What follows belongs to an exercise in optimizing a design on an open flow for small area; a production flow would make more cautious choices. Only simulation tests tie the RTL to the original design; equivalence was not proved. Power figures rest on the tool's default switching activity, not on a simulated workload.

## v6
==> flow/design.v <==
module pipe_reg_file #(
    parameter int unsigned DATA_W   = 32'd32,
    parameter int unsigned ADDR_W   = 32'd5,
    parameter int unsigned NUM_RD   = 32'd2,
    parameter int unsigned ZERO_REG = 32'd1
) (
    input  logic                       clock,
    input  logic                       reset,
    input  logic [NUM_RD*ADDR_W-1:0]   rd_addr,
    output logic [NUM_RD*DATA_W-1:0]   rd_data,
    output logic [NUM_RD-1:0]          rd_busy,
    input  logic                       wr_enable,
    input  logic [ADDR_W-1:0]          wr_addr,
    input  logic [DATA_W-1:0]          wr_data,
    input  logic                       issue_valid,
    input  logic [ADDR_W-1:0]          issue_addr,
    output logic [ADDR_W:0]            busy_count
);
    localparam int unsigned DEPTH = 32'd1 << ADDR_W;    
    logic [DEPTH-1:1][DATA_W-1:0] regs_r;
    logic [DEPTH-1:1][DATA_W-1:0] regs_next_s;
    logic [DEPTH-1:1]  busy_r;
    logic [ADDR_W:0]   busy_count_r;
    logic              wr_ok_s;
    logic              iss_ok_s;
    logic [DEPTH-1:1]  wr_dec_s;
    logic [DEPTH-1:1]  iss_dec_s;
    logic [DEPTH-1:1]  ld_s;         
    logic [DEPTH-1:1]  ld_n_s;
    logic [DATA_W-1:0] ld_data_s;    
    logic              wr_was_busy_s;
    logic              iss_was_busy_s;
    logic              cnt_inc_s;
    logic              cnt_dec_s;
    always_comb begin
        wr_ok_s  = wr_enable   && (wr_addr    != '0);
        iss_ok_s = issue_valid && (issue_addr != '0);
        for (int i = 1; i < int'(DEPTH); i++) begin
            wr_dec_s[i]  = wr_enable   && (wr_addr    == ADDR_W'(i));
            iss_dec_s[i] = issue_valid && (issue_addr == ADDR_W'(i));
            ld_s[i]      = reset || wr_dec_s[i];
            ld_n_s[i]    = !ld_s[i];
        end
        ld_data_s = reset ? '0 : wr_data;
    end
    for (genvar i = 1; i < int'(DEPTH); i++) begin : g_reg
        for (genvar b = 0; b < int'(DATA_W); b++) begin : g_bit
            pipe_reg_file_ld u_ld (
                .ld  (ld_s[i]),
                .ldn (ld_n_s[i]),
                .d   (ld_data_s[b]),
                .q   (regs_r[i][b]),
                .y   (regs_next_s[i][b])
            );
        end
    end
    always_ff @(posedge clock) begin
        regs_r <= regs_next_s;
    end
    pipe_reg_file_sel1 u_wr_busy  (.sel(wr_dec_s),  .d(busy_r), .y(wr_was_busy_s));
    pipe_reg_file_sel1 u_iss_busy (.sel(iss_dec_s), .d(busy_r), .y(iss_was_busy_s));
    always_comb begin
        cnt_inc_s = iss_ok_s && !iss_was_busy_s;
        cnt_dec_s = wr_was_busy_s && !(iss_ok_s && (issue_addr == wr_addr));
    end
    always_ff @(posedge clock) begin
        if (reset) begin
            busy_r       <= '0;
            busy_count_r <= '0;
        end else begin
            busy_r  <= (busy_r & ~wr_dec_s) | iss_dec_s;
            if (cnt_inc_s && !cnt_dec_s)      busy_count_r <= busy_count_r + 1'b1;
            else if (cnt_dec_s && !cnt_inc_s) busy_count_r <= busy_count_r - 1'b1;
        end
    end
    for (genvar k = 0; k < int'(NUM_RD); k++) begin : g_rd
        logic [ADDR_W-1:0] ra;
        logic [DEPTH-1:1]  dec;      
        logic              busy_lk;
        assign ra = rd_addr[k*ADDR_W +: ADDR_W];
        always_comb begin
            for (int i = 1; i < int'(DEPTH); i++) begin
                dec[i] = (ra == ADDR_W'(i));
            end
        end
        pipe_reg_file_sel1 u_busy (.sel(dec), .d(busy_r), .y(busy_lk));
        assign rd_busy[k] = busy_lk || (wr_ok_s && (wr_addr == ra));
        for (genvar b = 0; b < int'(DATA_W); b++) begin : g_bit
            logic [DEPTH-1:1] col;
            for (genvar i = 1; i < int'(DEPTH); i++) begin : g_col
                assign col[i] = regs_r[i][b];
            end
            pipe_reg_file_sel1 u_sel (.sel(dec), .d(col), .y(rd_data[k*DATA_W + b]));
        end
    end
    assign busy_count = busy_count_r;
endmodule
module pipe_reg_file_ld (
    input  logic ld,
    input  logic ldn,
    input  logic d,
    input  logic q,
    output logic y
);
    assign y = (ld & d) | (ldn & q);
endmodule
module pipe_reg_file_sel1 (
    input  logic [31:1] sel,
    input  logic [31:1] d,
    output logic        y
);
    logic [10:0] part_n;
    for (genvar g = 0; g < 10; g++) begin : g_grp
        pipe_reg_file_aoi222 u_aoi (
            .a1 (sel[3*g+1]), .a2 (d[3*g+1]),
            .b1 (sel[3*g+2]), .b2 (d[3*g+2]),
            .c1 (sel[3*g+3]), .c2 (d[3*g+3]),
            .y  (part_n[g])
        );
    end
    pipe_reg_file_nand2  u_last (.a(sel[31]), .b(d[31]), .y(part_n[10]));
    pipe_reg_file_nand11 u_or   (.a(part_n), .y(y));
endmodule
module pipe_reg_file_aoi222 (
    input  logic a1, a2, b1, b2, c1, c2,
    output logic y
);
    assign y = !((a1 & a2) | (b1 & b2) | (c1 & c2));
endmodule
module pipe_reg_file_nand2 (
    input  logic a, b,
    output logic y
);
    assign y = !(a & b);
endmodule
module pipe_reg_file_nand11 (
    input  logic [10:0] a,
    output logic        y
);
    assign y = !(&a);
endmodule
Settings: LEC_CHECK=0, CAP_MARGIN=0, CORE_MARGIN=2, CORE_UTILIZATION=45, CTS_BUF_LIST=sky130_fd_sc_hd__clkbuf_16, CTS_CLUSTER_DIAMETER=80, CTS_CLUSTER_SIZE=28, SLEW_MARGIN=0, SYNTH_HIERARCHICAL=1, SYNTH_MINIMUM_KEEP_SIZE=0; clock period 8.0 ns.
standard.sh (not shown) runs the stock make flow with config.mk's settings and CLKGATE_MAP_FILE= SYNTH_SCRIPT=/design/flow/synth_recipe.tcl, a recipe that flattens the netlist after the stock synthesis.
==> flow/flow/run.sh <==
#!/bin/bash
set -e
export BUFFER_PORTS_ARGS="-buffer_cell sky130_fd_sc_hd__buf_1"
bash standard.sh > standard.log 2>&1
v6 finished all stages; the layout is clean.
> inputs changed (v6 -> v7)
==> flow/flow/run.sh <==
#!/bin/bash
set -e
export BUFFER_PORTS_ARGS="-buffer_cell sky130_fd_sc_hd__buf_1"
export CTS_ARGS="-sink_clustering_enable -repair_clock_nets -sink_clustering_size 28 -sink_clustering_max_diameter 80 -buf_list sky130_fd_sc_hd__clkbuf_16 -dont_use_dummy_load"
bash standard.sh > standard.log 2>&1
Findings:
v7 has completed all stages; timing, DRC and antenna checks passed.
The final area in v7 sits 0.80% below the value recorded for v6.
Between v6 and v7, multi-input logic portion of the cell area is higher for v7, v6 comes in under that.
As far as largest stage delay on the critical path is concerned, v6 and v7 perform about the same.
Lower power density normalized to cell area among v6 and v7: v7
Looking at minimum period implied by the final worst setup slack across v6 and v7, the one that comes out higher is v6.
Final wirelength essentially unchanged between v7 and v6.
Going from v6 to v7, combinational power share grows by 0.5 points.
Via count essentially unchanged between v7 and v6.

========
Another version of the RTL of pipe_reg_file (not shown whole).
Size: ~130 I/O pins, about 0.041 mm^2 of cells after synthesis.
## pipe_reg_file
module pipe_reg_file #(
    parameter int unsigned DATA_W   = 32'd32,
    parameter int unsigned ADDR_W   = 32'd5,
    parameter int unsigned NUM_RD   = 32'd2,
    parameter int unsigned ZERO_REG = 32'd1
) (
    input  logic                       clock,
    input  logic                       reset,
    input  logic [NUM_RD*ADDR_W-1:0]   rd_addr,
    output logic [NUM_RD*DATA_W-1:0]   rd_data,
    output logic [NUM_RD-1:0]          rd_busy,
    input  logic                       wr_enable,
    input  logic [ADDR_W-1:0]          wr_addr,
    input  logic [DATA_W-1:0]          wr_data,
    input  logic                       issue_valid,
    input  logic [ADDR_W-1:0]          issue_addr,
    output logic [ADDR_W:0]            busy_count
);
clock: 8.0 ns
lec_check: 0
cap_margin: 0
core_margin: 2
core_utilization: 45
cts_buf_list: sky130_fd_sc_hd__clkbuf_8
cts_cluster_diameter: 60
cts_cluster_size: 14
slew_margin: 0
synth_hierarchical: 1
synth_minimum_keep_size: 0
run.sh (not shown) runs the stock make flow with config.mk's settings and CLKGATE_MAP_FILE= SYNTH_SCRIPT=/design/flow/synth_recipe.tcl, a recipe that flattens the netlist after the stock synthesis.
Stock flow here: none of the scripts above is used.
The first run completed without violations.
Next try:
CTS_BUF_LIST = sky130_fd_sc_hd__clkbuf_16   (was sky130_fd_sc_hd__clkbuf_8)
CTS_CLUSTER_DIAMETER = 80   (was 60)
CTS_CLUSTER_SIZE = 28   (was 14)
Wire length went down slightly.
Final area is about the same.
Setup slack improved by 0.068 ns.
Clock skew went down by 0.0094 ns.
Hold slack is about the same.
Global-route usage went down by 0.41 points.
Clock-buffer cell count went down by 51.
Area after synthesis does not change.
Register-to-register slack got worse by 0.02 ns.
Power stays flat.
Next try:
==> flow/flow/run.sh (new file) <==
#!/bin/bash
set -e
export BUFFER_PORTS_ARGS="-buffer_cell sky130_fd_sc_hd__buf_1"
bash standard.sh > standard.log 2>&1
==> flow/standard.sh (new file) <==
#!/bin/bash
# synth_recipe.tcl (not shown) runs the flow's synth.tcl, then flattens the netlist and writes it again
# the make line also repeats each setting of config.mk as NAME=value (left out here)
make -C /OpenROAD-flow-scripts/flow DESIGN_CONFIG=/design/flow/config.mk WORK_HOME=/design/flow/orfs CLKGATE_MAP_FILE= SYNTH_SCRIPT=/design/flow/synth_recipe.tcl "${@:-finish}"
removed: flow/run.sh
What happened: Sequential power is about the same; core utilization decreases by 1.7 points; sequential cell count is unchanged.
Next try:
==> flow/run.sh (new file) <==
#!/bin/bash
# synth_recipe.tcl (not shown) runs the flow's synth.tcl, then flattens the netlist and writes it again
# the make line also repeats each setting of config.mk as NAME=value (left out here)
make -C /OpenROAD-flow-scripts/flow DESIGN_CONFIG=/design/flow/config.mk WORK_HOME=/design/flow/orfs CLKGATE_MAP_FILE= SYNTH_SCRIPT=/design/flow/synth_recipe.tcl finish
GPL_TIMING_DRIVEN = 0   (was default)
removed: flow/flow/run.sh
removed: flow/standard.sh
This time the run completed, yet does not pass: max-capacitance violations, max-slew violations, negative setup slack.
Area after synthesis does not change.
Non-clock buffer count rises by 36.
Power is higher by 1.1%.
First-iteration DRC count goes down by 8.4%.
Final area rose by 5.2%.
Combinational power grows by about 3%.
Clock power grows by about 3%.
Sequential cell count does not change.
Via count hardly moves.
Worst setup slack got worse by 1.3 ns.
Worst hold slack is better by 0.0043 ns.

[separate check: timing with driven ports]
No port has a modelled driver above. Below, the same layouts with a new extraction and two added sets of constraints.
Step 1, drivers: a clkbuf_16 drives clock and a buf_2 each remaining input, both assumed.
Step 2, shift: input delay + t, output delay - t, t = (earliest + latest rising clock arrival at the registers) / 2. This alone moves slack from input paths to output paths.
a / b / c = ideal ports / drivers / drivers and shift; a / b = the first two.
| run | t (ns) | slack for setup (ns) | worst hold slack (ns) | worst setup path at the end | slew at the worst register clock pin (ns) |
|---|---|---|---|---|---|
| v6 | 0.733 | 1.223 / 1.195 / 1.195 | 0.506 / 0.506 / 0.506 | input to output | 0.12 / 0.12 |
| v7 | 0.700 | 1.258 / 1.230 / 1.230 | 0.504 / 0.504 / 0.504 | input to output | 0.12 / 0.12 |
| the first run of note 2 | 0.841 | 0.734 / 0.706 / 0.706 | 0.490 / 0.490 / 0.490 | input to output | 0.10 / 0.10 |
| the second run of note 2 | 0.750 | 0.802 / 0.771 / 0.771 | 0.489 / 0.489 / 0.489 | input to output | 0.11 / 0.11 |
| the third run of note 2 | 0.736 | 1.225 / 1.199 / 1.199 | 0.489 / 0.489 / 0.489 | input to output | 0.11 / 0.11 |
| the fourth run of note 2 | 0.740 | -0.107 / -0.130 / -0.130 | 0.493 / 0.493 / 0.493 | input to output | 0.11 / 0.11 |
For the second run of note 2, which loses most, drivers alone change the setup slack by -0.031 ns; drivers and shift together by -0.031 ns.
